From an optimization exercise on the open Yosys and OpenROAD flow, aimed at small area, a short achievable clock period and few clock cycles per item; shortcuts taken in it are not production practice. RTL that was checked went through simulation tests only; none was proved equivalent to the original. Only the layout flow was run in run 1; the RTL was not checked for function there.

## flow/design.v (module list and top-level ports; edited modules follow where they fit)
// module hsv2rgb_fa: 10 lines
// module hsv_to_rgb_converter_core: 1402 lines
module hsv_to_rgb_converter_core (
    input  logic                    clk,
    input  logic                    rst_n,
    input  logic                    pixel_valid,
    output logic                    pixel_ready,
    input  hsv2rgb_pkg::hsv_pixel_t pixel,
    output logic                    color_valid,
    input  logic                    color_ready,
    output hsv2rgb_pkg::rgb_pixel_t color
);
  // ...
==> flow/run.sh <==
#!/bin/bash
# synth_recipe.tcl (not shown) runs the flow's synth.tcl, then flattens the netlist and writes it again
# the make line also repeats each setting of config.mk as NAME=value (left out here)
make -C /OpenROAD-flow-scripts/flow DESIGN_CONFIG=/design/flow/config.mk WORK_HOME=/design/flow/orfs CLKGATE_MAP_FILE= SYNTH_SCRIPT=/design/flow/synth_recipe.tcl finish
==> flow/config.mk <==
export PLATFORM = sky130hd
export DESIGN_NAME = hsv_to_rgb_converter_core
export DESIGN_NICKNAME = hsv_to_rgb_converter_core
export VERILOG_FILES = /design/flow/design.v
export SDC_FILE = /design/flow/constraint.sdc
export NUM_CORES = 4
export LEC_CHECK = 0
export ABC_CLOCK_PERIOD_IN_PS = 4000
export CAP_MARGIN = 20
export CORE_MARGIN = 2
export CORE_UTILIZATION = 40
export SETUP_SLACK_MARGIN = 3.2
export SLEW_MARGIN = 20
export SYNTH_HIERARCHICAL = 1
export SYNTH_MINIMUM_KEEP_SIZE = 0
==> flow/constraint.sdc <==
create_clock -name core_clock -period 8.0 [get_ports {clk}]
set_input_delay 1.6000 -clock core_clock [delete_from_list [all_inputs] [get_ports {clk}]]
set_output_delay 1.6000 -clock core_clock [all_outputs]
set_load 0.01 [all_outputs]
==> metrics.md, run 1 <==
| Metric | Value |
|---|---|
| Post-Synthesis Cell Area | `20600 sq um` |
| Final Skew | `8.88 ps` |
| Most flops, register | `n3` |
| Worst path most repeated cell | `ha_2` |
| Share of the synthesized area in the top cell type | `22.7%` |
| Area post-placement | `approximately 22000 sq um` |
| Synth-to-Final Area Change | `25.0%` |
| Cell with the largest stage delay on the worst path | `edfxtp_1` |
| Setup TNS | `0 ps` |
| Starting Density | `between 40% and 50%` |
| Tcrit/Tclk final | `65.7%` |
| WL met3 | `between 3 and 4 mm` |
| Die X-Extent | `about 230 um` |
| Top Layer Used | `met4` |
| Drt first pass iters | `5` |
| Top_reg_cell synth | `edfxtp_1` |
| Beginning of the worst register-to-register path | `v2[6]$_DFFE_PP_` |
| IO buf count | `68` |
| Leading cell types by count after synthesis | `290 x xnor2_1, 192 x a22oi_1, 192 x fa_1` |
| Tot GR Track Use | `between 20% and 30%` |
| First-pass GRT wire length | `approximately 91 mm` |
| Site Rows | `between 80 and 90` |
| CP peak stage delay | `between 500 and 600 ps` |
| Fillers | `between 4000 and 5000` |
| Synth warn | `7` |
| Status | `complete, no violations` |
| Met1 wire length | `approximately 24 mm` |
| Clk sink count | `roughly 160` |
| Initial DRC Count | `around 1300` |
| Clock Tree Buf Depth | `2` |
| Register area share after synthesis | `~23%` |
| Worst-path clk slew | `about 70 ps` |
==> inputs of run 2 (changes only) <==
--- a/flow/design.v
+++ b/flow/design.v
@@ -562,16 +562,18 @@
             m2    <= m_sa + m_sb;
             v2    <= v1;
             fone2 <= fone1;
             ftwo2 <= ftwo1;
             fneg2 <= fneg1;
             sec2  <= sec1;
         end
     end
+    logic [7:0]  cv2;
+    logic [32:0] cp_full;
     logic [33:0] n_sa, n_sb;
     logic [33:0] n3;
     logic [7:0]  cv3, cp3;
     logic [2:0]  sec3;
     logic bpp_0_0;
     assign bpp_0_0 = ((fone2[0] & m2[0]) | 1'b0) ^ fneg2[0];
     logic bpp_0_1;
     assign bpp_0_1 = ((fone2[0] & m2[1]) | (ftwo2[0] & m2[0])) ^ fneg2[0];
@@ -1352,37 +1354,456 @@
     logic nt_w294;
     logic nt_w295;
     hsv2rgb_fa u_nt_w294 (.a(~fneg2[3]), .b(nt_w229), .c(nt_w230), .s(nt_w294), .co(nt_w295));
     logic nt_w296;
     logic nt_w297;
     hsv2rgb_fa u_nt_w296 (.a(nt_w172), .b(nt_w231), .c(nt_w232), .s(nt_w296), .co(nt_w297));
     assign n_sa = {nt_w295, nt_w293, nt_w291, nt_w289, nt_w287, nt_w285, nt_w283, nt_w281, nt_w279, nt_w277, nt_w275, nt_w273, nt_w271, nt_w269, nt_w267, nt_w265, nt_w263, nt_w261, nt_w259, nt_w257, nt_w255, nt_w253, nt_w251, nt_w249, nt_w247, nt_w245, nt_w243, nt_w241, nt_w239, nt_w237, nt_w235, fneg2[1], bpp_0_1, bpp_0_0};
     assign n_sb = {nt_w296, nt_w294, nt_w292, nt_w290, nt_w288, nt_w286, nt_w284, nt_w282, nt_w280, nt_w278, nt_w276, nt_w274, nt_w272, nt_w270, nt_w268, nt_w266, nt_w264, nt_w262, nt_w260, nt_w258, nt_w256, nt_w254, nt_w252, nt_w250, nt_w248, nt_w246, nt_w244, nt_w242, nt_w240, nt_w238, nt_w236, nt_w234, 1'b0, fneg2[0]};
-    logic [24:0] y2;
-    logic [8:0]  ya2;
-    logic [15:0] yb2;
-    logic [16:0] ylim2;
-    logic        cp_dec2, cv_dec2;
-    logic [7:0]  cv2, cp2;
+    logic pt_w0;
+    assign pt_w0 = ~(v2[0] ^ m2[4]);
+    logic pt_w1;
+    assign pt_w1 = v2[0] | m2[4];
+    logic pt_w2;
+    assign pt_w2 = ~(v2[1] ^ m2[5]);
+    logic pt_w3;
+    assign pt_w3 = v2[1] | m2[5];
+    logic pt_w4;
+    assign pt_w4 = ~(v2[2] ^ m2[6]);
+    logic pt_w5;
+    assign pt_w5 = v2[2] | m2[6];
+    logic pt_w6;
+    assign pt_w6 = ~(v2[3] ^ m2[7]);
+    logic pt_w7;
+    assign pt_w7 = v2[3] | m2[7];
+    logic pt_w8;
+    assign pt_w8 = ~(v2[4] ^ m2[8]);
+    logic pt_w9;
+    assign pt_w9 = v2[4] | m2[8];
+    logic pt_w10;
+    assign pt_w10 = ~(v2[5] ^ m2[9]);
+    logic pt_w11;
+    assign pt_w11 = v2[5] | m2[9];
+    logic pt_w12;
+    assign pt_w12 = ~(v2[6] ^ m2[10]);
+    logic pt_w13;
+    assign pt_w13 = v2[6] | m2[10];
+    logic pt_w14;
+    assign pt_w14 = ~(v2[7] ^ m2[11]);
+    logic pt_w15;
+    assign pt_w15 = v2[7] | m2[11];
+    logic pt_w16;
+    logic pt_w17;
+    hsv2rgb_fa u_pt_w16 (.a(~v2[0]), .b(v2[8]), .c(m2[12]), .s(pt_w16), .co(pt_w17));
+    logic pt_w18;
+    logic pt_w19;
+    hsv2rgb_fa u_pt_w18 (.a(~v2[1]), .b(v2[9]), .c(m2[13]), .s(pt_w18), .co(pt_w19));
+    logic pt_w20;
+    logic pt_w21;
+    hsv2rgb_fa u_pt_w20 (.a(~v2[2]), .b(v2[10]), .c(m2[14]), .s(pt_w20), .co(pt_w21));
+    logic pt_w22;
+    logic pt_w23;
+    hsv2rgb_fa u_pt_w22 (.a(~v2[3]), .b(v2[11]), .c(m2[15]), .s(pt_w22), .co(pt_w23));
+    logic pt_w24;
+    logic pt_w25;
+    hsv2rgb_fa u_pt_w24 (.a(~v2[4]), .b(v2[12]), .c(m2[16]), .s(pt_w24), .co(pt_w25));
+    logic pt_w26;
+    assign pt_w26 = v2[5] ^ 1'b1;
+    logic pt_w27;
+    assign pt_w27 = v2[5] & 1'b1;
+    logic pt_w28;
+    assign pt_w28 = v2[6] ^ 1'b1;
+    logic pt_w29;
+    assign pt_w29 = v2[6] & 1'b1;
+    logic pt_w30;
+    assign pt_w30 = v2[7] ^ 1'b1;
+    logic pt_w31;
+    assign pt_w31 = v2[7] & 1'b1;
+    logic pt_w32;
+    assign pt_w32 = v2[8] ^ 1'b1;
+    logic pt_w33;
+    assign pt_w33 = v2[8] & 1'b1;
+    logic pt_w34;
+    assign pt_w34 = v2[9] ^ 1'b1;
+    logic pt_w35;
+    assign pt_w35 = v2[9] & 1'b1;
+    logic pt_w36;
+    assign pt_w36 = v2[10] ^ 1'b1;
+    logic pt_w37;
+    assign pt_w37 = v2[10] & 1'b1;
+    logic pt_w38;
+    assign pt_w38 = v2[11] ^ 1'b1;
+    logic pt_w39;
+    assign pt_w39 = v2[11] & 1'b1;
+    logic pt_w40;
+    assign pt_w40 = v2[12] ^ 1'b1;
+    logic pt_w41;
+    assign pt_w41 = v2[12] & 1'b1;
+    logic pt_w42;
+    assign pt_w42 = m2[8] ^ 1'b1;
+    logic pt_w43;
+    assign pt_w43 = m2[8] & 1'b1;
+    logic pt_w44;
+    assign pt_w44 = m2[9] ^ m2[1];
+    logic pt_w45;
+    assign pt_w45 = m2[9] & ~m2[1];
+    logic pt_w46;
+    assign pt_w46 = m2[10] ^ m2[2];
+    logic pt_w47;
+    assign pt_w47 = m2[10] & ~m2[2];
+    logic pt_w48;
+    assign pt_w48 = m2[11] ^ m2[3];
+    logic pt_w49;
+    assign pt_w49 = m2[11] & ~m2[3];
+    logic pt_w50;
+    logic pt_w51;
+    hsv2rgb_fa u_pt_w50 (.a(~m2[12]), .b(1'b0), .c(pt_w0), .s(pt_w50), .co(pt_w51));
+    logic pt_w52;
+    logic pt_w53;
+    hsv2rgb_fa u_pt_w52 (.a(~m2[13]), .b(pt_w1), .c(pt_w2), .s(pt_w52), .co(pt_w53));
+    logic pt_w54;
+    logic pt_w55;
+    hsv2rgb_fa u_pt_w54 (.a(~m2[14]), .b(pt_w3), .c(pt_w4), .s(pt_w54), .co(pt_w55));
+    logic pt_w56;
+    logic pt_w57;
+    hsv2rgb_fa u_pt_w56 (.a(~m2[15]), .b(pt_w5), .c(pt_w6), .s(pt_w56), .co(pt_w57));
+    logic pt_w58;
+    logic pt_w59;
+    hsv2rgb_fa u_pt_w58 (.a(~m2[16]), .b(pt_w7), .c(pt_w8), .s(pt_w58), .co(pt_w59));
+    logic pt_w60;
+    logic pt_w61;
+    hsv2rgb_fa u_pt_w60 (.a(~m2[17]), .b(pt_w9), .c(pt_w10), .s(pt_w60), .co(pt_w61));
+    logic pt_w62;
+    logic pt_w63;
+    hsv2rgb_fa u_pt_w62 (.a(~m2[18]), .b(pt_w11), .c(pt_w12), .s(pt_w62), .co(pt_w63));
+    logic pt_w64;
+    logic pt_w65;
+    hsv2rgb_fa u_pt_w64 (.a(~m2[19]), .b(pt_w13), .c(pt_w14), .s(pt_w64), .co(pt_w65));
+    logic pt_w66;
+    logic pt_w67;
+    hsv2rgb_fa u_pt_w66 (.a(~m2[20]), .b(pt_w15), .c(pt_w16), .s(pt_w66), .co(pt_w67));
+    logic pt_w68;
+    logic pt_w69;
+    hsv2rgb_fa u_pt_w68 (.a(~m2[21]), .b(pt_w17), .c(pt_w18), .s(pt_w68), .co(pt_w69));
+    logic pt_w70;
+    logic pt_w71;
+    hsv2rgb_fa u_pt_w70 (.a(~m2[22]), .b(pt_w19), .c(pt_w20), .s(pt_w70), .co(pt_w71));
+    logic pt_w72;
+    logic pt_w73;
+    hsv2rgb_fa u_pt_w72 (.a(~m2[23]), .b(pt_w21), .c(pt_w22), .s(pt_w72), .co(pt_w73));
+    logic pt_w74;
+    logic pt_w75;
+    hsv2rgb_fa u_pt_w74 (.a(~m2[24]), .b(pt_w23), .c(pt_w24), .s(pt_w74), .co(pt_w75));
+    logic pt_w76;
+    logic pt_w77;
+    hsv2rgb_fa u_pt_w76 (.a(m2[17]), .b(pt_w25), .c(~pt_w26), .s(pt_w76), .co(pt_w77));
+    logic pt_w78;
+    logic pt_w79;
+    hsv2rgb_fa u_pt_w78 (.a(~m2[18]), .b(pt_w27), .c(pt_w28), .s(pt_w78), .co(pt_w79));
+    logic pt_w80;
+    logic pt_w81;
+    hsv2rgb_fa u_pt_w80 (.a(~m2[19]), .b(pt_w29), .c(pt_w30), .s(pt_w80), .co(pt_w81));
+    logic pt_w82;
+    logic pt_w83;
+    hsv2rgb_fa u_pt_w82 (.a(~m2[20]), .b(pt_w31), .c(pt_w32), .s(pt_w82), .co(pt_w83));
+    logic pt_w84;
+    logic pt_w85;
+    hsv2rgb_fa u_pt_w84 (.a(~m2[21]), .b(pt_w33), .c(pt_w34), .s(pt_w84), .co(pt_w85));
+    logic pt_w86;
+    logic pt_w87;
+    hsv2rgb_fa u_pt_w86 (.a(~m2[22]), .b(pt_w35), .c(pt_w36), .s(pt_w86), .co(pt_w87));
+    logic pt_w88;
+    logic pt_w89;
+    hsv2rgb_fa u_pt_w88 (.a(~m2[23]), .b(pt_w37), .c(pt_w38), .s(pt_w88), .co(pt_w89));
+    logic pt_w90;
+    logic pt_w91;
+    hsv2rgb_fa u_pt_w90 (.a(~m2[24]), .b(pt_w39), .c(pt_w40), .s(pt_w90), .co(pt_w91));
+    logic pa_g0, pa_p0;
+    assign pa_g0 = m2[0] & 1'b0;
+    assign pa_p0 = m2[0] ^ 1'b0;
+    logic pa_g1, pa_p1;
+    assign pa_g1 = m2[1] & 1'b0;
+    assign pa_p1 = m2[1] ^ 1'b0;
+    logic pa_g2, pa_p2;
+    assign pa_g2 = m2[2] & 1'b0;
+    assign pa_p2 = m2[2] ^ 1'b0;
+    logic pa_g3, pa_p3;
+    assign pa_g3 = m2[3] & 1'b0;
+    assign pa_p3 = m2[3] ^ 1'b0;
+    logic pa_g4, pa_p4;
+    assign pa_g4 = m2[4] & 1'b0;
+    assign pa_p4 = m2[4] ^ 1'b0;
+    logic pa_g5, pa_p5;
+    assign pa_g5 = m2[5] & 1'b0;
+    assign pa_p5 = m2[5] ^ 1'b0;
+    logic pa_g6, pa_p6;
+    assign pa_g6 = m2[6] & 1'b0;
+    assign pa_p6 = m2[6] ^ 1'b0;
+    logic pa_g7, pa_p7;
+    assign pa_g7 = m2[7] & 1'b0;
+    assign pa_p7 = m2[7] ^ 1'b0;
+    logic pa_g8, pa_p8;
+    assign pa_g8 = ~m2[0] & pt_w42;
+    assign pa_p8 = ~m2[0] ^ pt_w42;
+    logic pa_g9, pa_p9;
+    assign pa_g9 = pt_w43 & ~pt_w44;
+    assign pa_p9 = pt_w43 ^ ~pt_w44;
+    logic pa_g10, pa_p10;
+    assign pa_g10 = pt_w45 & ~pt_w46;
+    assign pa_p10 = pt_w45 ^ ~pt_w46;
+    logic pa_g11, pa_p11;
+    assign pa_g11 = pt_w47 & ~pt_w48;
+    assign pa_p11 = pt_w47 ^ ~pt_w48;
+    logic pa_g12, pa_p12;
+    assign pa_g12 = pt_w49 & ~pt_w50;
+    assign pa_p12 = pt_w49 ^ ~pt_w50;
+    logic pa_g13, pa_p13;
+    assign pa_g13 = ~pt_w51 & ~pt_w52;
+    assign pa_p13 = ~pt_w51 ^ ~pt_w52;
+    logic pa_g14, pa_p14;
+    assign pa_g14 = ~pt_w53 & ~pt_w54;
+    assign pa_p14 = ~pt_w53 ^ ~pt_w54;
+    logic pa_g15, pa_p15;
+    assign pa_g15 = ~pt_w55 & ~pt_w56;
+    assign pa_p15 = ~pt_w55 ^ ~pt_w56;
+    logic pa_g16, pa_p16;
+    assign pa_g16 = ~pt_w57 & ~pt_w58;
+    assign pa_p16 = ~pt_w57 ^ ~pt_w58;
+    logic pa_g17, pa_p17;
+    assign pa_g17 = ~pt_w59 & ~pt_w60;
+    assign pa_p17 = ~pt_w59 ^ ~pt_w60;
+    logic pa_g18, pa_p18;
+    assign pa_g18 = ~pt_w61 & ~pt_w62;
+    assign pa_p18 = ~pt_w61 ^ ~pt_w62;
+    logic pa_g19, pa_p19;
+    assign pa_g19 = ~pt_w63 & ~pt_w64;
+    assign pa_p19 = ~pt_w63 ^ ~pt_w64;
+    logic pa_g20, pa_p20;
+    assign pa_g20 = ~pt_w65 & ~pt_w66;
+    assign pa_p20 = ~pt_w65 ^ ~pt_w66;
+    logic pa_g21, pa_p21;
+    assign pa_g21 = ~pt_w67 & ~pt_w68;
+    assign pa_p21 = ~pt_w67 ^ ~pt_w68;
+    logic pa_g22, pa_p22;
+    assign pa_g22 = ~pt_w69 & ~pt_w70;
+    assign pa_p22 = ~pt_w69 ^ ~pt_w70;
+    logic pa_g23, pa_p23;
+    assign pa_g23 = ~pt_w71 & ~pt_w72;
+    assign pa_p23 = ~pt_w71 ^ ~pt_w72;
+    logic pa_g24, pa_p24;
+    assign pa_g24 = ~pt_w73 & ~pt_w74;
+    assign pa_p24 = ~pt_w73 ^ ~pt_w74;
+    logic pa_g25, pa_p25;
+    assign pa_g25 = ~pt_w75 & ~pt_w76;
+    assign pa_p25 = ~pt_w75 ^ ~pt_w76;
+    logic pa_g26, pa_p26;
+    assign pa_g26 = ~pt_w77 & pt_w78;
+    assign pa_p26 = ~pt_w77 ^ pt_w78;
+    logic pa_g27, pa_p27;
+    assign pa_g27 = pt_w79 & pt_w80;
+    assign pa_p27 = pt_w79 ^ pt_w80;
+    logic pa_g28, pa_p28;
+    assign pa_g28 = pt_w81 & pt_w82;
+    assign pa_p28 = pt_w81 ^ pt_w82;
+    logic pa_g29, pa_p29;
+    assign pa_g29 = pt_w83 & pt_w84;
+    assign pa_p29 = pt_w83 ^ pt_w84;
+    logic pa_g30, pa_p30;
+    assign pa_g30 = pt_w85 & pt_w86;
+    assign pa_p30 = pt_w85 ^ pt_w86;
+    logic pa_g31, pa_p31;
+    assign pa_g31 = pt_w87 & pt_w88;
+    assign pa_p31 = pt_w87 ^ pt_w88;
+    logic pa_g32, pa_p32;
+    assign pa_g32 = pt_w89 & pt_w90;
+    assign pa_p32 = pt_w89 ^ pt_w90;
+    logic pa_G1, pa_P1;
+    assign pa_G1 = pa_g1 | (pa_p1 & pa_g0);
+    assign pa_P1 = pa_p1 & pa_p0;
+    logic pa_G2, pa_P2;
+    assign pa_G2 = pa_g3 | (pa_p3 & pa_g2);
+    assign pa_P2 = pa_p3 & pa_p2;
+    logic pa_G3, pa_P3;
+    assign pa_G3 = pa_g5 | (pa_p5 & pa_g4);
+    assign pa_P3 = pa_p5 & pa_p4;
+    logic pa_G4, pa_P4;
+    assign pa_G4 = pa_g7 | (pa_p7 & pa_g6);
+    assign pa_P4 = pa_p7 & pa_p6;
+    logic pa_G5, pa_P5;
+    assign pa_G5 = pa_g9 | (pa_p9 & pa_g8);
+    assign pa_P5 = pa_p9 & pa_p8;
+    logic pa_G6, pa_P6;
+    assign pa_G6 = pa_g11 | (pa_p11 & pa_g10);
+    assign pa_P6 = pa_p11 & pa_p10;
+    logic pa_G7, pa_P7;
+    assign pa_G7 = pa_g13 | (pa_p13 & pa_g12);
+    assign pa_P7 = pa_p13 & pa_p12;
+    logic pa_G8, pa_P8;
+    assign pa_G8 = pa_g15 | (pa_p15 & pa_g14);
+    assign pa_P8 = pa_p15 & pa_p14;
+    logic pa_G9, pa_P9;
+    assign pa_G9 = pa_g17 | (pa_p17 & pa_g16);
+    assign pa_P9 = pa_p17 & pa_p16;
+    logic pa_G10, pa_P10;
+    assign pa_G10 = pa_g19 | (pa_p19 & pa_g18);
+    assign pa_P10 = pa_p19 & pa_p18;
+    logic pa_G11, pa_P11;
+    assign pa_G11 = pa_g21 | (pa_p21 & pa_g20);
+    assign pa_P11 = pa_p21 & pa_p20;
+    logic pa_G12, pa_P12;
+    assign pa_G12 = pa_g23 | (pa_p23 & pa_g22);
+    assign pa_P12 = pa_p23 & pa_p22;
+    logic pa_G13, pa_P13;
+    assign pa_G13 = pa_g25 | (pa_p25 & pa_g24);
+    assign pa_P13 = pa_p25 & pa_p24;
+    logic pa_G14, pa_P14;
+    assign pa_G14 = pa_g27 | (pa_p27 & pa_g26);
+    assign pa_P14 = pa_p27 & pa_p26;
+    logic pa_G15, pa_P15;
+    assign pa_G15 = pa_g29 | (pa_p29 & pa_g28);
+    assign pa_P15 = pa_p29 & pa_p28;
+    logic pa_G16, pa_P16;
+    assign pa_G16 = pa_g31 | (pa_p31 & pa_g30);
+    assign pa_P16 = pa_p31 & pa_p30;
+    logic pa_G17, pa_P17;
+    assign pa_G17 = pa_G2 | (pa_P2 & pa_G1);
+    assign pa_P17 = pa_P2 & pa_P1;
+    logic pa_G18, pa_P18;
+    assign pa_G18 = pa_G4 | (pa_P4 & pa_G3);
+    assign pa_P18 = pa_P4 & pa_P3;
+    logic pa_G19, pa_P19;
+    assign pa_G19 = pa_G6 | (pa_P6 & pa_G5);
+    assign pa_P19 = pa_P6 & pa_P5;
+    logic pa_G20, pa_P20;
+    assign pa_G20 = pa_G8 | (pa_P8 & pa_G7);
+    assign pa_P20 = pa_P8 & pa_P7;
+    logic pa_G21, pa_P21;
+    assign pa_G21 = pa_G10 | (pa_P10 & pa_G9);
+    assign pa_P21 = pa_P10 & pa_P9;
+    logic pa_G22, pa_P22;
+    assign pa_G22 = pa_G12 | (pa_P12 & pa_G11);
+    assign pa_P22 = pa_P12 & pa_P11;
+    logic pa_G23, pa_P23;
+    assign pa_G23 = pa_G14 | (pa_P14 & pa_G13);
+    assign pa_P23 = pa_P14 & pa_P13;
+    logic pa_G24, pa_P24;
+    assign pa_G24 = pa_G16 | (pa_P16 & pa_G15);
+    assign pa_P24 = pa_P16 & pa_P15;
+    logic pa_G25, pa_P25;
+    assign pa_G25 = pa_G18 | (pa_P18 & pa_G17);
+    assign pa_P25 = pa_P18 & pa_P17;
+    logic pa_G26, pa_P26;
+    assign pa_G26 = pa_G20 | (pa_P20 & pa_G19);
+    assign pa_P26 = pa_P20 & pa_P19;
+    logic pa_G27, pa_P27;
+    assign pa_G27 = pa_G22 | (pa_P22 & pa_G21);
+    assign pa_P27 = pa_P22 & pa_P21;
+    logic pa_G28, pa_P28;
+    assign pa_G28 = pa_G24 | (pa_P24 & pa_G23);
+    assign pa_P28 = pa_P24 & pa_P23;
+    logic pa_G29, pa_P29;
+    assign pa_G29 = pa_G26 | (pa_P26 & pa_G25);
+    assign pa_P29 = pa_P26 & pa_P25;
+    logic pa_G30, pa_P30;
+    assign pa_G30 = pa_G28 | (pa_P28 & pa_G27);
+    assign pa_P30 = pa_P28 & pa_P27;
+    logic pa_G31, pa_P31;
+    assign pa_G31 = pa_G30 | (pa_P30 & pa_G29);
+    assign pa_P31 = pa_P30 & pa_P29;
+    logic pa_G32, pa_P32;
+    assign pa_G32 = pa_G27 | (pa_P27 & pa_G29);
+    assign pa_P32 = pa_P27 & pa_P29;
+    logic pa_G33, pa_P33;
+    assign pa_G33 = pa_G19 | (pa_P19 & pa_G25);
+    assign pa_P33 = pa_P19 & pa_P25;
+    logic pa_G34, pa_P34;
+    assign pa_G34 = pa_G21 | (pa_P21 & pa_G29);
+    assign pa_P34 = pa_P21 & pa_P29;
+    logic pa_G35, pa_P35;
+    assign pa_G35 = pa_G23 | (pa_P23 & pa_G32);
+    assign pa_P35 = pa_P23 & pa_P32;
+    logic pa_G36, pa_P36;
+    assign pa_G36 = pa_G3 | (pa_P3 & pa_G17);
+    assign pa_P36 = pa_P3 & pa_P17;
+    logic pa_G37, pa_P37;
+    assign pa_G37 = pa_G5 | (pa_P5 & pa_G25);
+    assign pa_P37 = pa_P5 & pa_P25;
+    logic pa_G38, pa_P38;
+    assign pa_G38 = pa_G7 | (pa_P7 & pa_G33);
+    assign pa_P38 = pa_P7 & pa_P33;
+    logic pa_G39, pa_P39;
+    assign pa_G39 = pa_G9 | (pa_P9 & pa_G29);
+    assign pa_P39 = pa_P9 & pa_P29;
+    logic pa_G40, pa_P40;
+    assign pa_G40 = pa_G11 | (pa_P11 & pa_G34);
+    assign pa_P40 = pa_P11 & pa_P34;
+    logic pa_G41, pa_P41;
+    assign pa_G41 = pa_G13 | (pa_P13 & pa_G32);
+    assign pa_P41 = pa_P13 & pa_P32;
+    logic pa_G42, pa_P42;
+    assign pa_G42 = pa_G15 | (pa_P15 & pa_G35);
+    assign pa_P42 = pa_P15 & pa_P35;
+    logic pa_G43, pa_P43;
+    assign pa_G43 = pa_g2 | (pa_p2 & pa_G1);
+    assign pa_P43 = pa_p2 & pa_P1;
+    logic pa_G44, pa_P44;
+    assign pa_G44 = pa_g4 | (pa_p4 & pa_G17);
+    assign pa_P44 = pa_p4 & pa_P17;
+    logic pa_G45, pa_P45;
+    assign pa_G45 = pa_g6 | (pa_p6 & pa_G36);
+    assign pa_P45 = pa_p6 & pa_P36;
+    logic pa_G46, pa_P46;
+    assign pa_G46 = pa_g8 | (pa_p8 & pa_G25);
+    assign pa_P46 = pa_p8 & pa_P25;
+    logic pa_G47, pa_P47;
+    assign pa_G47 = pa_g10 | (pa_p10 & pa_G37);
+    assign pa_P47 = pa_p10 & pa_P37;
+    logic pa_G48, pa_P48;
+    assign pa_G48 = pa_g12 | (pa_p12 & pa_G33);
+    assign pa_P48 = pa_p12 & pa_P33;
+    logic pa_G49, pa_P49;
+    assign pa_G49 = pa_g14 | (pa_p14 & pa_G38);
+    assign pa_P49 = pa_p14 & pa_P38;
+    logic pa_G50, pa_P50;
+    assign pa_G50 = pa_g16 | (pa_p16 & pa_G29);
+    assign pa_P50 = pa_p16 & pa_P29;
+    logic pa_G51, pa_P51;
+    assign pa_G51 = pa_g18 | (pa_p18 & pa_G39);
+    assign pa_P51 = pa_p18 & pa_P39;
+    logic pa_G52, pa_P52;
+    assign pa_G52 = pa_g20 | (pa_p20 & pa_G34);
+    assign pa_P52 = pa_p20 & pa_P34;
+    logic pa_G53, pa_P53;
+    assign pa_G53 = pa_g22 | (pa_p22 & pa_G40);
+    assign pa_P53 = pa_p22 & pa_P40;
+    logic pa_G54, pa_P54;
+    assign pa_G54 = pa_g24 | (pa_p24 & pa_G32);
+    assign pa_P54 = pa_p24 & pa_P32;
+    logic pa_G55, pa_P55;
+    assign pa_G55 = pa_g26 | (pa_p26 & pa_G41);
+    assign pa_P55 = pa_p26 & pa_P41;
+    logic pa_G56, pa_P56;
+    assign pa_G56 = pa_g28 | (pa_p28 & pa_G35);
+    assign pa_P56 = pa_p28 & pa_P35;
+    logic pa_G57, pa_P57;
+    assign pa_G57 = pa_g30 | (pa_p30 & pa_G42);
+    assign pa_P57 = pa_p30 & pa_P42;
+    logic pa_G58, pa_P58;
+    assign pa_G58 = pa_g32 | (pa_p32 & pa_G31);
+    assign pa_P58 = pa_p32 & pa_P31;
+    assign cp_full = {(pa_p32 ^ pa_G31), (pa_p31 ^ pa_G57), (pa_p30 ^ pa_G42), (pa_p29 ^ pa_G56), (pa_p28 ^ pa_G35), (pa_p27 ^ pa_G55), (pa_p26 ^ pa_G41), (pa_p25 ^ pa_G54), (pa_p24 ^ pa_G32), (pa_p23 ^ pa_G53), (pa_p22 ^ pa_G40), (pa_p21 ^ pa_G52), (pa_p20 ^ pa_G34), (pa_p19 ^ pa_G51), (pa_p18 ^ pa_G39), (pa_p17 ^ pa_G50), (pa_p16 ^ pa_G29), (pa_p15 ^ pa_G49), (pa_p14 ^ pa_G38), (pa_p13 ^ pa_G48), (pa_p12 ^ pa_G33), (pa_p11 ^ pa_G47), (pa_p10 ^ pa_G37), (pa_p9 ^ pa_G46), (pa_p8 ^ pa_G25), (pa_p7 ^ pa_G45), (pa_p6 ^ pa_G36), (pa_p5 ^ pa_G44), (pa_p4 ^ pa_G17), (pa_p3 ^ pa_G43), (pa_p2 ^ pa_G1), (pa_p1 ^ pa_g0), pa_p0};
     always_comb begin
-        cv_dec2 = v2 > {1'b0, v2[3:0], 8'd0};
-        cv2     = 8'(v2[12:4] - 9'(cv_dec2));
-        y2      = {v2, 12'd0} - m2;
-        ya2     = y2[24:16];
-        yb2     = y2[15:0];
-        ylim2   = {ya2, 8'd0} + 17'(ya2);
-        cp_dec2 = (ya2 != 9'd0) && ({1'b0, yb2} <= ylim2);
-        cp2     = 8'(ya2 - 9'(cp_dec2));
+        cv2 = 8'(v2[12:4] - 9'(v2 > {1'b0, v2[3:0], 8'd0}));
     end
     always_ff @(posedge clk) begin
         if (adv) begin
             n3   <= n_sa + n_sb;
             cv3  <= cv2;
-            cp3  <= cp2;
+            cp3  <= cp_full[31:24];
             sec3 <= sec2;
         end
     end
     logic [25:0] lo_a, lo_b;
     logic [26:0] lo_sum;
     logic        c30;
     logic [7:0]  cx0, cx1, cx;
     logic [2:0]  is_cx;
==> flow/config.mk (replaced) <==
export PLATFORM = sky130hd
export DESIGN_NAME = hsv_to_rgb_converter_core
export DESIGN_NICKNAME = hsv_to_rgb_converter_core
export VERILOG_FILES = /design/flow/design.v
export SDC_FILE = /design/flow/constraint.sdc
export NUM_CORES = 4
export LEC_CHECK = 0
export CAP_MARGIN = 20
export CORE_MARGIN = 2
export CORE_UTILIZATION = 40
export SETUP_SLACK_MARGIN = 3.0
export SLEW_MARGIN = 20
export SYNTH_HIERARCHICAL = 1
export SYNTH_MINIMUM_KEEP_SIZE = 0
==> run 2 against run 1 <==
Flip-flop and latch count unchanged. Clock-buffer cell count rose by 2. Utilization down 1.6 points. Maximum frequency increased by 3.2%. Non-clock buffer count decreased by 62. Area after synthesis fell by 3.0%. Sequential share of layout area grew 1.4 points. Design area fell by 6.9%. Critical endpoint is now m2[24]$_DFFE_PP_. Largest cell class unchanged.
==> metrics.md, run 2 <==
| Metric | Value |
|---|---|
| GR Overflow Total | `0 (unchanged)` |
| GR Layer Usage met3 | `3.30% (was 3.74%)` |
| Max FFs per register | `34 (unchanged)` |
| CTS root buffer | `clkbuf_16 (unchanged)` |
| Clock Tree Buf Depth | `2 (unchanged)` |
| Commonest non-fill, non-tap cell in the layout | `xnor2_1 (unchanged)` |
| GR met2 Demand/Resource | `35.0% (was 37.7%)` |
| Multi-input logic area | `15000 sq um (was 16400 sq um)` |
| Unrepaired setup endpoints after global routing | `true (unchanged)` |
| Cells after Synth | `1902 (was 2039)` |
| Starting Density | `40.7% (was 40.3%)` |
| Crit-path max FO | `8 (was 9)` |
| Post-Synthesis Cell Area | `20000 sq um (was 20600 sq um)` |
| Cell with the largest stage delay on the worst path | `fa_1 (was edfxtp_1)` |
| Placer Congestion | `0.865 (was 0.944)` |
| Die X-Extent | `228 um (was 231 um)` |
| Worst Tran Pin Value | `884 ps (was 948 ps)` |
| Sequential cell area | `4760 sq um (unchanged)` |
| Clock latency (worst-skew pair) | `460 ps (was 490 ps)` |
| Worst path most repeated cell | `fa_1 (was ha_2)` |
| Syn_area_per_cell | `10.5 sq um (was 10.1 sq um)` |
| Max-slew violations | `0 (unchanged)` |
| Slew headroom | `41.1% (was 35.0%)` |
| Drt first pass iters | `6 (was 5)` |
| Worst-path cell chain | `buf_4 > a22oi_1 > xnor2_1 > fa_1 > fa_1 > fa_1 > fa_1 > ha_4 > o21ai_1 > o311ai_2 > o31a_1 > nor3_4 > o21ai_2 > or4_1 > and3_1 (was ha_2 > nand2_1 > a311o_1 > a211oi_2 > or3_1 > a21oi_2 > xnor2_2 > ha_2 > buf_4 > nand2_1 > xnor2_1 > ha_1 > nand2_2 > nor4_4 > o21ai_1 > a31o_2 > a31oi_4 > a41oi_2 > o21ai_1 > mux2i_1 > ha_2 > and3_4 > buf_6 > xnor2_2)` |
| Commonest non-fill, non-tap cells in the layout | `257 x xnor2_1, 203 x fa_1, 182 x buf_4 (was 274 x xnor2_1, 238 x buf_4, 169 x fa_1)` |
| Count leader, synth | `xnor2_1 (unchanged)` |
| Setup crit end kind | `flop (unchanged)` |
| Final Skew | `15.3 ps (was 8.88 ps)` |
| Drt wl/cell | `19.3 um (was 20.0 um)` |
| Largest net degree at the start of global routing | `69 (was 73)` |
| Register area share after synthesis | `23.8% (was 23.1%)` |
| Synth warn | `7 (unchanged)` |
| Leading area contributor after synthesis | `edfxtp_1 (unchanged)` |
| Hold WC Path Type | `reg -> reg (unchanged)` |
| Top post-synthesis cells by area | `edfxtp_1 23%, fa_1 22%, xnor2_1 12% (was edfxtp_1 23%, fa_1 19%, xnor2_1 12%)` |
| Tcrit/Tclk final | `63.7% (was 65.7%)` |
| Post-DRT Antenna Nets | `0 (unchanged)` |
| Post-DP HPWL | `36.5 mm (was 40.5 mm)` |
| Fillers | `4372 (was 4553)` |
| Die area | `51800 sq um (was 53300 sq um)` |
| Tot GR Track Use | `21.1% (was 21.8%)` |
| Worst-path clk slew | `70 ps (about the same)` |
| Synth-to-Final Area Change | `19.9% (was 25.0%)` |
| Biggest regs | `n3 (34), m2 (25) (unchanged)` |
| Worst setup SP type | `flop (unchanged)` |
| Initial antenna violation count | `0 (unchanged)` |
| Final Hold Viols | `0 (unchanged)` |
| Worst EP required | `8210 ps (was 8240 ps)` |
| Critical path arrival | `5310 ps (was 5500 ps)` |
| Final core occ | `48.7% (was 50.4%)` |
| Max-cap check violation count | `0 (unchanged)` |
| CP peak stage delay | `540 ps (was 530 ps)` |
| Ports | `69 (unchanged)` |
| Most flops, register | `n3 (unchanged)` |
| # nets final | `2518 (was 2670)` |
| Vias | `15280 (was 16831)` |
| CTS tree | `yes (unchanged)` |
| Vias in the first global route | `15788 (was 17114)` |
| Status | `complete, no violations (unchanged)` |
| Share of the synthesized area in the top cell type | `23.4% (was 22.7%)` |
| CORE AREA | `49200 sq um (was 51100 sq um)` |
| Fmax | `196 MHz (was 190 MHz)` |
| Total CTS buffers | `17 (unchanged)` |
| Max H-tree Level | `4 (unchanged)` |
| Die Y | `228 um (was 231 um)` |
| Top_reg_cell synth | `edfxtp_1 (unchanged)` |
| Leading cell types by count after synthesis | `267 x xnor2_1, 221 x fa_1, 192 x a22oi_1 (was 290 x xnor2_1, 192 x a22oi_1, 192 x fa_1)` |
| Drc violations | `0 (unchanged)` |
| GR peak layer | `met2 (unchanged)` |
| #FFs+latches synth | `159 (unchanged)` |
| Clk sink count | `159 (unchanged)` |
| Ant diodes | `0 (unchanged)` |
| Final number of setup-violating endpoints | `0 (unchanged)` |
| Final WL | `53.2 mm (was 59.0 mm)` |
| First-pass GRT wire length | `84.8 mm (was 91.4 mm)` |
| Site Rows | `81 (was 83)` |
| Placed insts | `2528 (was 2667)` |
| IO buf count | `68 (unchanged)` |
| Cell variety after synth | `67 (was 73)` |
| EDFF count, synth | `156 (unchanged)` |
| Setup TNS | `0 ps (unchanged)` |
| Kind of critical path | `reg -> reg (unchanged)` |
| Ratio of cells with drive above 1 in the final layout | `17.7% (was 25.0%)` |
| Layout Cells excl Fill | `2755 (was 2951)` |
| Vias per inst | `5.55 (was 5.70)` |
| Final Critical Period | `5100 ps (was 5260 ps)` |
| Initial DRC Count | `1305 (was 1317)` |
| Met1 Use GR | `27.2% (was 26.2%)` |
| Post-synth ARST share | `1.89% (unchanged)` |
[run 2: cell count changes after synthesis, moves of 10 or more]
cell      before  now
nand2_1       95   85
nor3_1        24   13
inv_1         79  113
fa_1         192  221
o21ai_0       63   48
nand3_1       26   12
clkbuf_1     116  101
xnor2_1      290  267
[run 2: per-layer routing]
metal  up-vias  part of all wire [%]  wire [um]
met5         -                     0          0
met3       104                   5.1       2720
met2       480                    48      25400
met1      7644                    43      22800
met4         0                   4.1       2160
li1       7052                     -          -
[run 2: metrics by stage]
| step | hold slack [ps] | setup WS, ps | area [sq um] |
|---|---|---|---|
| final | 418 | 2900 | 24000 |
| after global routing | 442 | 2700 | 24000 |
| after CTS | 420 | 2790 | 23400 |
| after detailed placement | 405 | 2180 | 21200 |
| after global placement | 407 | 2320 | 21200 |
| after floorplan | 400 | 3000 | 20100 |
[run 2: cell families after synthesis]
kind of cell / share of synthesized area (%)
XOR/XNOR: 13.0
AO/OA/AOI/OAI: 15.9
other: 0.0376
multiplexers: 1.70
adder cells (fa/ha/maj): 33.2
buffers and inverters: 4.44
AND/OR/NAND/NOR: 7.98
flip-flops: 23.8
[run 2: area by class of cell]
class	count	area share, %
Clock buffer	19	1.81
Clock inverter	13	0.872
Multi-Input combinational cell	1516	62.5
Tap cell	664	3.47
Sequential cell	159	19.9
Timing Repair Buffer	271	9.68
Inverter	113	1.77
[run 2: worst paths after layout]
path	startpoint	endpoint	slack, ps	depth (start not counted)
worst max register to register	stwo1[2]$_DFFE_PP_	m2[24]$_DFFE_PP_	2900	15
worst min-delay path	sec2[0]$_DFFE_PP_	sec3[0]$_DFFE_PP_	420	0
worst max-delay path	stwo1[2]$_DFFE_PP_	m2[24]$_DFFE_PP_	2900	15
worst min register to register	sec2[0]$_DFFE_PP_	sec3[0]$_DFFE_PP_	420	0
min in group asynchronous	rst_n	val1$_DFFE_PN0P_	1320	1
max in group asynchronous	rst_n	val3$_DFFE_PN0P_	6540	1
[run 2: per-module statistics from Yosys (local to each module, per instance)]
module                     cells  area, sq um  flip-flops and latches
hsv2rgb_fa                     1         20.0                       0
hsv_to_rgb_converter_core   1687        15700                     159
[run 2: what timing repair did]
| action | CTS | global route |
|---|---|---|
| pin swaps | 28 | 35 |
| buffers inserted | 171 | 24 |
| setup endpoints to repair | 44 | 33 |
| hold buffers | 0 | 0 |
| gates resized for setup | 79 | 85 |
[run 2: critical path: cells and delay by family, from the launching register on]
family,cells,cell delay [ps]
AO/OA/AOI/OAI,5,920
XOR/XNOR,1,200
adder cells (fa/ha/maj),5,2200
buffers and inverters,1,220
flip-flops,1,490
AND/OR/NAND/NOR,3,790
Testbench counts of run 2, summed over its fixed seeds: cycles 16,024, items 16,000.
==> inputs of run 3 (changes only) <==
--- a/flow/config.mk
+++ b/flow/config.mk
@@ -9,5 +9,5 @@
 export CORE_MARGIN = 2
 export CORE_UTILIZATION = 40
-export SETUP_SLACK_MARGIN = 3.0
+export SETUP_SLACK_MARGIN = 3.4
 export SLEW_MARGIN = 20
 export SYNTH_HIERARCHICAL = 1
==> run 3 against run 2 <==
Global-route usage is 0.67 points higher. Wire length is 3.3% higher. Sequential share of layout area is 0.91 points lower. Non-clock buffer count is 48 higher. Area after synthesis stayed put. Flip-flop and latch count stayed put. Clock-buffer cell count is 1 higher. Design area is 4.8% higher.
==> metrics.md, run 3 <==
| Metric | Value |
|---|---|
| Cell variety after synth | `67 (unchanged)` |
| CTS root buffer | `clkbuf_16 (unchanged)` |
| Final Hold Viols | `0 (unchanged)` |
| Top post-synthesis cells by area | `edfxtp_1 23%, fa_1 22%, xnor2_1 12% (unchanged)` |
| Drt wl/cell | `19.6 um (was 19.3 um)` |
| Leading cell types by count after synthesis | `267 x xnor2_1, 221 x fa_1, 192 x a22oi_1 (unchanged)` |
| Worst EP required | `8240 ps (was 8210 ps)` |
| Fillers | `4271 (was 4372)` |
| Setup TNS | `0 ps (unchanged)` |
| Placer Congestion | `0.840 (was 0.865)` |
| Commonest non-fill, non-tap cell in the layout | `xnor2_1 (unchanged)` |
| #FFs+latches synth | `159 (unchanged)` |
| Synth-to-Final Area Change | `25.6% (was 19.9%)` |
| Drt first pass iters | `5 (was 6)` |
| Post-DRT Antenna Nets | `0 (unchanged)` |
| Final Skew | `11.7 ps (was 15.3 ps)` |
| Slew headroom | `37.4% (was 41.1%)` |
| Crit-path max FO | `4 (was 8)` |
| Vias per inst | `5.55 (about the same)` |
| CTS tree | `yes (unchanged)` |
| Max FFs per register | `34 (unchanged)` |
| Post-Synthesis Cell Area | `20000 sq um (unchanged)` |
| Die area | `51800 sq um (unchanged)` |
| Worst setup SP type | `flop (unchanged)` |
| Critical path arrival | `5260 ps (was 5310 ps)` |
| Die Y | `228 um (unchanged)` |
| Hold WC Path Type | `reg -> reg (unchanged)` |
| Clk sink count | `159 (unchanged)` |
| Clock latency (worst-skew pair) | `490 ps (was 460 ps)` |
| Commonest non-fill, non-tap cells in the layout | `250 x xnor2_1, 196 x buf_4, 184 x fa_1 (was 257 x xnor2_1, 203 x fa_1, 182 x buf_4)` |
| Status | `complete, no violations (unchanged)` |
| Cells after Synth | `1902 (unchanged)` |
| Final number of setup-violating endpoints | `0 (unchanged)` |
| Largest net degree at the start of global routing | `87 (was 69)` |
| Site Rows | `81 (unchanged)` |
| Count leader, synth | `xnor2_1 (unchanged)` |
| First-pass GRT wire length | `86.8 mm (was 84.8 mm)` |
| Leading area contributor after synthesis | `edfxtp_1 (unchanged)` |
| Die X-Extent | `228 um (unchanged)` |
| Setup crit end kind | `flop (unchanged)` |
| Share of the synthesized area in the top cell type | `23.4% (unchanged)` |
| Synth warn | `7 (unchanged)` |
| Max-cap check violation count | `0 (unchanged)` |
| CORE AREA | `49200 sq um (unchanged)` |
| EDFF count, synth | `156 (unchanged)` |
| Starting Density | `40.7% (unchanged)` |
| Ports | `69 (unchanged)` |
| Register area share after synthesis | `23.8% (unchanged)` |
| Worst Tran Pin Value | `939 ps (was 884 ps)` |
| Drc violations | `0 (unchanged)` |
| Most flops, register | `n3 (unchanged)` |
| # nets final | `2568 (was 2518)` |
| Cts hold-fix bufs | `0 (unchanged)` |
| IO buf count | `68 (unchanged)` |
| Kind of critical path | `reg -> reg (unchanged)` |
| Vias in the first global route | `15880 (was 15788)` |
| Final WL | `54.9 mm (was 53.2 mm)` |
| Total CTS buffers | `17 (unchanged)` |
| Post-DP HPWL | `36.5 mm (about the same)` |
| Post-synth ARST share | `1.89% (unchanged)` |
| Fmax | `199 MHz (was 196 MHz)` |
| Syn_area_per_cell | `10.5 sq um (unchanged)` |
| Tcrit/Tclk final | `62.8% (was 63.7%)` |
| Vias | `15578 (was 15280)` |
| Unrepaired setup endpoints after global routing | `true (unchanged)` |
| Final Critical Period | `5020 ps (was 5100 ps)` |
| Max-slew violations | `0 (unchanged)` |
| Final hold slack | `466 ps (was 418 ps)` |
| Biggest regs | `n3 (34), m2 (25) (unchanged)` |
| Max H-tree Level | `4 (unchanged)` |
| Worst-path clk slew | `60 ps (was 70 ps)` |
| Clock Tree Buf Depth | `2 (unchanged)` |
| Initial DRC Count | `1175 (was 1305)` |
| Tot GR Track Use | `21.8% (was 21.1%)` |
| Top_reg_cell synth | `edfxtp_1 (unchanged)` |
| Initial antenna violation count | `1 (was 0)` |
| GR Overflow Total | `0 (unchanged)` |
| Ratio of cells with drive above 1 in the final layout | `25.0% (was 17.7%)` |
run 3: final cells by class:
cell class                      count  area (sq um)  area share [%]
Multi-Input combinational cell   1518         15600            62.1
Antenna cell                        1          2.50         0.00997
Clock inverter                     12           114           0.454
Clock buffer                       20           457            1.82
Sequential cell                   159          4760            19.0
Inverter                          113           428            1.70
Timing Repair Buffer              319          2930            11.7
Tap cell                          664           831            3.31
run 3: Yosys stat by module, one instance, submodules excluded:
| module | copies in the design | cells inside | area [sq um] | flops+latches |
|---|---|---|---|---|
| hsv2rgb_fa | 215 | 1 | 20.0 | 0 |
| hsv_to_rgb_converter_core | 1 | 1687 | 15700 | 159 |
run 3: cells by family after synthesis:
family / Yosys count / share of synthesized area, %
compound gates: 459 / 15.9
fa+ha+maj: 397 / 33.2
simple gates: 322 / 7.98
mux: 31 / 1.70
flops: 159 / 23.8
buf+inv: 236 / 4.44
xor+xnor: 296 / 13.0
other cells: 2 / 0.0376
run 3: what timing repair did:
item | in CTS | in global routing
buffers inserted | 194 | 46
pin swaps | 65 | 88
gates cloned | 5 | 1
endpoints found under the setup margin | 57 | 49
gates resized for setup | 194 | 128
run 3: stage by stage:
step	utilization [%]	std cells	setup WS, ps	instance area [sq um]
CTS	49.0	2758	3030	24100
detailed placement	43.4	2527	2420	21300
global placement	43.4	2527	2570	21300
floorplan	-	1911	3170	20500
finish	51.1	2806	2980	25100
global route	51.1	2806	2830	25100
run 3: routing by layer:
metal / track usage (%) / routed length (um) / up-vias
met1: 28.5 / 23600 / 7767
li1: - / - / 7160
met3: 3.43 / 3170 / 100
met2: 36.1 / 26300 / 551
met4: 8.62 / 1820 / 0
met5: 0 / 0 / -
run 3: worst paths after layout:
path,startpoint,end,slack (ps),cells after the start
setup / recovery,stwo1[2]$_DFFE_PP_,m2[24]$_DFFE_PP_,2980,17
hold / removal,val2$_DFFE_PN0P_,val3$_DFFE_PN0P_,470,1
setup reg to reg,stwo1[2]$_DFFE_PP_,m2[24]$_DFFE_PP_,2980,17
hold reg to reg,val2$_DFFE_PN0P_,val3$_DFFE_PN0P_,470,1
max in group asynchronous,rst_n,val3$_DFFE_PN0P_,6560,1
min in group asynchronous,rst_n,val2$_DFFE_PN0P_,1300,1
run 3: worst max-delay path: stages, from the launching register on:
cell      delay (ps)
edfxtp_1         460
buf_6            160
a22oi_2          190
xnor2_2          150
fa_2             480
fa_2             350
fa_1             450
fa_1             530
ha_4             220
a21oi_2          130
o21ai_2           80
o21ai_2          190
o311ai_4         130
o31a_1           340
nor3_2           250
o21ai_2          100
or4_1            390
and3_1           170
==> inputs of run 4 (changes only) <==
--- a/flow/config.mk
+++ b/flow/config.mk
@@ -9,6 +9,7 @@
 export CORE_MARGIN = 2
 export CORE_UTILIZATION = 40
-export SETUP_SLACK_MARGIN = 3.4
+export SETUP_SLACK_MARGIN = 3.2
 export SLEW_MARGIN = 20
 export SYNTH_HIERARCHICAL = 1
 export SYNTH_MINIMUM_KEEP_SIZE = 0
+export TNS_END_PERCENT = 30
==> run 4 against run 3 <==
Design area fell by 4.3%. Area after synthesis did not move. Worst hold slack got worse by 26 ps. Clock skew rose by 7.3 ps. Via count fell by 1.9%.
==> metrics.md, run 4 <==
| Metric | Value |
|---|---|
| #FFs+latches synth | `159 (unchanged)` |
| IO buf count | `68 (unchanged)` |
| Site Rows | `81 (unchanged)` |
| Leading area contributor after synthesis | `edfxtp_1 (unchanged)` |
| Final Critical Period | `5010 ps (was 5020 ps)` |
| Final Cell Area | `24000 sq um (was 25100 sq um)` |
| Post-DP HPWL | `36.7 mm (was 36.5 mm)` |
| GR Layer Usage met3 | `4.12% (was 3.43%)` |
| Worst EP required | `8250 ps (was 8240 ps)` |
| Top post-synthesis cells by area | `edfxtp_1 23%, fa_1 22%, xnor2_1 12% (unchanged)` |
| Clock latency (worst-skew pair) | `490 ps (about the same)` |
| GR met2 Demand/Resource | `35.7% (was 36.1%)` |
| CTS root buffer | `clkbuf_16 (unchanged)` |
| Cell variety after synth | `67 (unchanged)` |
| EDFF count, synth | `156 (unchanged)` |
| Post-DRT Antenna Nets | `0 (unchanged)` |
| Initial antenna violation count | `0 (was 1)` |
| Post-synth ARST share | `1.89% (unchanged)` |
| Slew headroom | `37.4% (about the same)` |
| Top_reg_cell synth | `edfxtp_1 (unchanged)` |
| Biggest regs | `n3 (34), m2 (25) (unchanged)` |
| Worst-path clk slew | `80 ps (was 60 ps)` |
| Syn_area_per_cell | `10.5 sq um (unchanged)` |
| Vias per inst | `5.53 (was 5.55)` |
| Ant diodes | `0 (was 1)` |
| Die area | `51800 sq um (unchanged)` |
| Share of the synthesized area in the top cell type | `23.4% (unchanged)` |
| Tot GR Track Use | `21.4% (was 21.8%)` |
| Largest net degree at the start of global routing | `71 (was 87)` |
| Count leader, synth | `xnor2_1 (unchanged)` |
| Drc violations | `0 (unchanged)` |
| Post-Synthesis Cell Area | `20000 sq um (unchanged)` |
| Max FFs per register | `34 (unchanged)` |
| Cts hold-fix bufs | `0 (unchanged)` |
| Final core occ | `48.9% (was 51.1%)` |
| Met1 Use GR | `27.1% (was 28.5%)` |
| Max H-tree Level | `4 (unchanged)` |
| GR Overflow Total | `0 (unchanged)` |
| CORE AREA | `49200 sq um (unchanged)` |
| Kind of critical path | `reg -> reg (unchanged)` |
| Synth-to-Final Area Change | `20.2% (was 25.6%)` |
| Commonest non-fill, non-tap cell in the layout | `xnor2_1 (unchanged)` |
| Area post-placement | `21100 sq um (was 21300 sq um)` |
| Cells after Synth | `1902 (unchanged)` |
| Initial DRC Count | `1171 (was 1175)` |
| Drt wl/cell | `19.4 um (was 19.6 um)` |
| Hold WC Path Type | `reg -> reg (unchanged)` |
| Register area share after synthesis | `23.8% (unchanged)` |
| Ports | `69 (unchanged)` |
| Max-cap check violation count | `0 (unchanged)` |
| Setup TNS | `0 ps (unchanged)` |
| Die X-Extent | `228 um (unchanged)` |
| Fillers | `4394 (was 4271)` |
| Setup slack after placement | `2340 ps (was 2420 ps)` |
| Crit-path max FO | `6 (was 4)` |
| Drt first pass iters | `7 (was 5)` |
| Setup crit end kind | `flop (unchanged)` |
| Worst Tran Pin Value | `939 ps (about the same)` |
| Most flops, register | `n3 (unchanged)` |
| Starting Density | `40.7% (unchanged)` |
| Commonest non-fill, non-tap cells in the layout | `257 x xnor2_1, 201 x fa_1, 183 x buf_4 (was 250 x xnor2_1, 196 x buf_4, 184 x fa_1)` |
| Final worst slack | `2990 ps (was 2980 ps)` |
| Leading cell types by count after synthesis | `267 x xnor2_1, 221 x fa_1, 192 x a22oi_1 (unchanged)` |
| Worst setup SP type | `flop (unchanged)` |
| Final WL | `53.7 mm (was 54.9 mm)` |
| Fmax | `200 MHz (was 199 MHz)` |
| Unrepaired setup endpoints after global routing | `true (unchanged)` |
| Tcrit/Tclk final | `62.6% (was 62.8%)` |
| Placer Congestion | `0.858 (was 0.840)` |
| Final number of setup-violating endpoints | `0 (unchanged)` |
| Final Hold Viols | `0 (unchanged)` |
| Critical path arrival | `5260 ps (about the same)` |
| Synth warn | `7 (unchanged)` |
| Clock Tree Buf Depth | `2 (unchanged)` |
| # nets final | `2526 (was 2568)` |
| Vias in the first global route | `15967 (was 15880)` |
| Vias | `15284 (was 15578)` |
| Max-slew violations | `0 (unchanged)` |
| First-pass GRT wire length | `85.3 mm (was 86.8 mm)` |
| Clk sink count | `159 (unchanged)` |
| GR peak layer | `met2 (unchanged)` |
| Final Skew | `19.0 ps (was 11.7 ps)` |
| Ratio of cells with drive above 1 in the final layout | `19.5% (was 25.0%)` |
| CTS tree | `yes (unchanged)` |
| Total CTS buffers | `17 (unchanged)` |
| Status | `complete, no violations (unchanged)` |
| Die Y | `228 um (unchanged)` |
## run 4: cell counts after synthesis
Identical to the previous run, type by type.
## run 4: worst paths after layout
kind | from | end | slack, ps | depth (start not counted)
worst max-delay path | m2[15]$_DFFE_PP_ | n3[32]$_DFFE_PP_ | 2990 | 17
worst min-delay path | sec2[0]$_DFFE_PP_ | sec3[0]$_DFFE_PP_ | 440 | 0
worst max register to register | m2[15]$_DFFE_PP_ | n3[32]$_DFFE_PP_ | 2990 | 17
worst min register to register | sec2[0]$_DFFE_PP_ | sec3[0]$_DFFE_PP_ | 440 | 0
max in group asynchronous | rst_n | val3$_DFFE_PN0P_ | 6570 | 1
min in group asynchronous | rst_n | val1$_DFFE_PN0P_ | 1290 | 1
## run 4: through the flow
stage / hold WS, ps / cells
2_1_floorplan: 400 / 1911
3_5_place_dp: 421 / 2529
5_1_grt: 464 / 2763
4_1_cts: 444 / 2720
3_3_place_gp: 417 / 2529
6_report: 440 / 2763
## run 4: area by class of cell
class | instances | area (sq um) | area share [%]
inverter | 113 | 424 | 1.77
clock buffer | 17 | 425 | 1.77
sequential | 159 | 4760 | 19.8
multi-input combinational | 1516 | 15000 | 62.6
clock inverter | 15 | 133 | 0.552
timing repair buffer | 279 | 2410 | 10.0
tap | 664 | 831 | 3.46
## run 4: kinds of logic after synthesis
family	count (synthesis)	share of synthesized area, %
compound gates	459	15.9
fa+ha+maj	397	33.2
simple gates	322	7.98
xor+xnor	296	13.0
buf+inv	236	4.44
flops	159	23.8
mux	31	1.70
other cells	2	0.0376
## run 4: what timing repair did
item / in CTS / in global routing
buffers inserted: 159 / 43
endpoints found under the setup margin: 49 / 43
resized for setup: 168 / 60
pin swaps: 46 / 36
endpoints found under the hold margin: 0 / 0
## run 4: routing by layer
metal  wire length (um)  vias up  share of wire, %
li1                   -     7077                 -
met1              22600     7591                42
met2              25900      500                48
met3               2980      116               5.6
met4               2200        0               4.1
met5                  0        -                 0
## run 4: per-module statistics from Yosys (local to each module, per instance)
module | cell area (sq um) | flops+latches | cells
hsv_to_rgb_converter_core | 15700 | 159 | 1687
hsv2rgb_fa | 20.0 | 0 | 1
## run 4: worst max-delay path: stages (launching register included)
cell and delay, ps:
edfxtp_1 520, buf_6 180, a22oi_2 170, xnor2_1 140, ha_1 270, fa_2 350, fa_1 460, fa_1 570
ha_4 240, a21o_1 190, a21o_1 190, a21oi_2 150, o22ai_1 90, a31o_2 260, a2111o_1 460, a311o_1 300
a21oi_2 160, xnor2_1 80
==> inputs of run 5 (changes only) <==
--- a/flow/config.mk
+++ b/flow/config.mk
@@ -6,4 +6,5 @@
 export NUM_CORES = 4
 export LEC_CHECK = 0
+export ABC_CLOCK_PERIOD_IN_PS = 4000
 export CAP_MARGIN = 20
 export CORE_MARGIN = 2
@@ -13,3 +14,2 @@
 export SYNTH_HIERARCHICAL = 1
 export SYNTH_MINIMUM_KEEP_SIZE = 0
-export TNS_END_PERCENT = 30
==> run 5 against run 4 <==
Setup slack better by 73 ps. Maximum frequency up 1.5%. Clock-buffer cell count up 3. Flip-flop and latch count unchanged. Critical path depth down 1. Critical path type unchanged.
==> metrics.md, run 5 <==
| Metric | Value |
|---|---|
| Die X-Extent | `228 um (unchanged)` |
| Max-cap check violation count | `0 (unchanged)` |
| Drc violations | `0 (unchanged)` |
| Setup TNS | `0 ps (unchanged)` |
| Ant diodes | `0 (unchanged)` |
| Worst EP required | `8240 ps (was 8250 ps)` |
| Crit-path max FO | `14 (was 6)` |
| Vias per inst | `5.51 (was 5.53)` |
| Worst-path clk slew | `60 ps (was 80 ps)` |
| Top post-synthesis cells by area | `edfxtp_1 23%, fa_1 22%, xnor2_1 12% (unchanged)` |
| Fillers | `4357 (was 4394)` |
| Total CTS buffers | `17 (unchanged)` |
| Top_reg_cell synth | `edfxtp_1 (unchanged)` |
| First-pass GRT wire length | `84.2 mm (was 85.3 mm)` |
| Biggest regs | `n3 (34), m2 (25) (unchanged)` |
| Post-synth ARST share | `1.89% (unchanged)` |
| Site Rows | `81 (unchanged)` |
| Drt first pass iters | `6 (was 7)` |
| Drt wl/cell | `19.1 um (was 19.4 um)` |
| Share of the synthesized area in the top cell type | `23.4% (unchanged)` |
| Area post-placement | `21300 sq um (was 21100 sq um)` |
| EDFF count, synth | `156 (unchanged)` |
| Initial antenna violation count | `0 (unchanged)` |
| Final Skew | `13.0 ps (was 19.0 ps)` |
| CORE AREA | `49200 sq um (unchanged)` |
| Max H-tree Level | `4 (unchanged)` |
| Commonest non-fill, non-tap cell in the layout | `xnor2_1 (unchanged)` |
| Leading cell types by count after synthesis | `267 x xnor2_1, 221 x fa_1, 192 x a22oi_1 (unchanged)` |
| CTS root buffer | `clkbuf_16 (unchanged)` |
| Kind of critical path | `reg -> reg (unchanged)` |
| Clk sink count | `159 (unchanged)` |
| CTS tree | `yes (unchanged)` |
| Initial DRC Count | `1186 (was 1171)` |
| Critical path arrival | `5180 ps (was 5260 ps)` |
| Final WL | `53.1 mm (was 53.7 mm)` |
| Status | `complete, no violations (unchanged)` |
| Cells after Synth | `1902 (unchanged)` |
| Largest net degree at the start of global routing | `74 (was 71)` |
| Ratio of cells with drive above 1 in the final layout | `21.2% (was 19.5%)` |
| Hold depth | `1 (was 0)` |
| Unrepaired setup endpoints after global routing | `true (unchanged)` |
| Leading area contributor after synthesis | `edfxtp_1 (unchanged)` |
| Cell variety after synth | `67 (unchanged)` |
| Synth warn | `7 (unchanged)` |
| Final Critical Period | `4940 ps (was 5010 ps)` |
| Vias | `15283 (was 15284)` |
| Register area share after synthesis | `23.8% (unchanged)` |
| Syn_area_per_cell | `10.5 sq um (unchanged)` |
| Clock Tree Buf Depth | `2 (unchanged)` |
| Die area | `51800 sq um (unchanged)` |
| Post-DP HPWL | `36.2 mm (was 36.7 mm)` |
| GR Overflow Total | `0 (unchanged)` |
| Clock latency (worst-skew pair) | `490 ps (about the same)` |
| Synth-to-Final Area Change | `21.7% (was 20.2%)` |
| Max-slew violations | `0 (unchanged)` |
| Setup crit end kind | `flop (unchanged)` |
| Final Cell Area | `24300 sq um (was 24000 sq um)` |
| Final Hold Viols | `0 (unchanged)` |
| Post-DRT Antenna Nets | `0 (unchanged)` |
| Hold WC Path Type | `reg -> reg (unchanged)` |
| Starting Density | `40.7% (unchanged)` |
| Tot GR Track Use | `21.0% (was 21.4%)` |
| Worst reg-to-reg path cell count | `16 (was 17)` |
| Ports | `69 (unchanged)` |
| Tcrit/Tclk final | `61.7% (was 62.6%)` |
| Max FFs per register | `34 (unchanged)` |
| Worst Tran Pin Value | `935 ps (was 939 ps)` |
| Slew headroom | `37.7% (was 37.4%)` |
| Commonest non-fill, non-tap cells in the layout | `252 x xnor2_1, 198 x fa_1, 180 x buf_4 (was 257 x xnor2_1, 201 x fa_1, 183 x buf_4)` |
| Vias in the first global route | `15594 (was 15967)` |
| # nets final | `2538 (was 2526)` |
| Fmax | `203 MHz (was 200 MHz)` |
| Die Y | `228 um (unchanged)` |
| IO buf count | `68 (unchanged)` |
| Cts hold-fix bufs | `0 (unchanged)` |
| Most flops, register | `n3 (unchanged)` |
| Placer Congestion | `0.863 (was 0.858)` |
| #FFs+latches synth | `159 (unchanged)` |
| Worst setup SP type | `flop (unchanged)` |
| Final number of setup-violating endpoints | `0 (unchanged)` |
| Post-Synthesis Cell Area | `20000 sq um (unchanged)` |
| Count leader, synth | `xnor2_1 (unchanged)` |
## run 5: cell counts after synthesis
No cell type changed its count.
## run 5: per-layer routing
layer  vias to the layer above  share of wire (%)  wire (um)  track usage (%)
li1                       7098                  -          -                -
met1                      7585                 43      22900             27.0
met2                       494                 48      25700             35.3
met3                       106                5.6       2980             4.34
met4                         0                2.8       1490             7.27
met5                         -                  0          0                0
## run 5: final cells by class
type                            instances  area (sq um)  area share (%)
Clock buffer                           20           437            1.80
Clock inverter                         12          70.1           0.288
Inverter                              113           424            1.74
Multi-Input combinational cell       1516         15300            62.7
Sequential cell                       159          4760            19.6
Tap cell                              664           831            3.42
Timing Repair Buffer                  291          2540            10.5
## run 5: worst max-delay path, cell delays in order (launching register included)
cell	delay, ps
edfxtp_1	420
buf_12	180
a22oi_2	170
xnor2_1	170
fa_2	490
fa_2	380
fa_1	470
fa_1	610
ha_4	230
buf_4	130
a21oi_2	140
o22ai_1	100
a31o_2	260
a2111o_1	430
a311o_1	320
a21oi_2	140
xnor2_1	70
## run 5: path summary, 6_finish.rpt
path	slack, ps	start	to
worst min register to register	470	val2$_DFFE_PN0P_	val3$_DFFE_PN0P_
max in group asynchronous	6560	rst_n	val2$_DFFE_PN0P_
worst max-delay path	3060	ftwo2[1]$_DFFE_PP_	n3[32]$_DFFE_PP_
worst max register to register	3060	ftwo2[1]$_DFFE_PP_	n3[32]$_DFFE_PP_
worst min-delay path	470	val2$_DFFE_PN0P_	val3$_DFFE_PN0P_
min in group asynchronous	1300	rst_n	val3$_DFFE_PN0P_
## run 5: kinds of logic after synthesis
group,share of synthesized area [%]
fa+ha+maj,33.2
other cells,0.0376
flops,23.8
compound gates,15.9
buf+inv,4.44
mux,1.70
simple gates,7.98
xor+xnor,13.0
## run 5: what timing repair did
item | in CTS | in global routing
resized for setup | 163 | 106
endpoints found under the setup margin | 51 | 42
setup buffers | 173 | 42
pin swaps | 38 | 55
## run 5: per-stage QoR
stage	std cells	worst slack [ps]	hold slack (ps)	utilization, %
global route	2775	2870	495	49.5
global placement	2528	2520	447	43.2
finish	2775	3060	467	49.5
floorplan	1911	3170	400	-
detailed placement	2528	2410	462	43.2
CTS	2733	3080	481	47.8
## run 5: per-module statistics from Yosys, one instance, submodules excluded
module                     cells inside  area [sq um]  times used
hsv2rgb_fa                            1          20.0         215
hsv_to_rgb_converter_core          1687         15700           1

-- what the ideal ports hide --
No port has a modelled driver above. Below, the same layouts with a new extraction and two added sets of constraints. Step 1 assumes that a clkbuf_16 drives the clock port and a buf_2 every other input. Step 2 moves the port delays by t, midway between the first and last clock arrival at a register: inputs arrive t later, outputs are due t later. That takes back most of the time a late clock gives input paths. Slacks: ideal / step 1 / step 2; pairs: ideal / step 1.
| run | shift t [ns] | setup slack, ns | hold WS [ns] | worst setup path after step 2 | cell pins on the clock port's net |
|---|---|---|---|---|---|
| run 1 | 0.542 | 2.741 / 2.741 / 2.741 | 0.465 / 0.465 / 0.465 | register to register | 1 |
| run 2 | 0.509 | 2.904 / 2.904 / 2.904 | 0.418 / 0.418 / 0.418 | register to register | 1 |
| run 3 | 0.538 | 2.977 / 2.977 / 2.977 | 0.466 / 0.466 / 0.466 | register to register | 1 |
| run 4 | 0.538 | 2.990 / 2.990 / 2.990 | 0.440 / 0.440 / 0.440 | register to register | 1 |
| run 5 | 0.533 | 3.063 / 3.063 / 3.063 | 0.467 / 0.467 / 0.467 | register to register | 1 |
After both steps setup and hold are still met in every run listed.
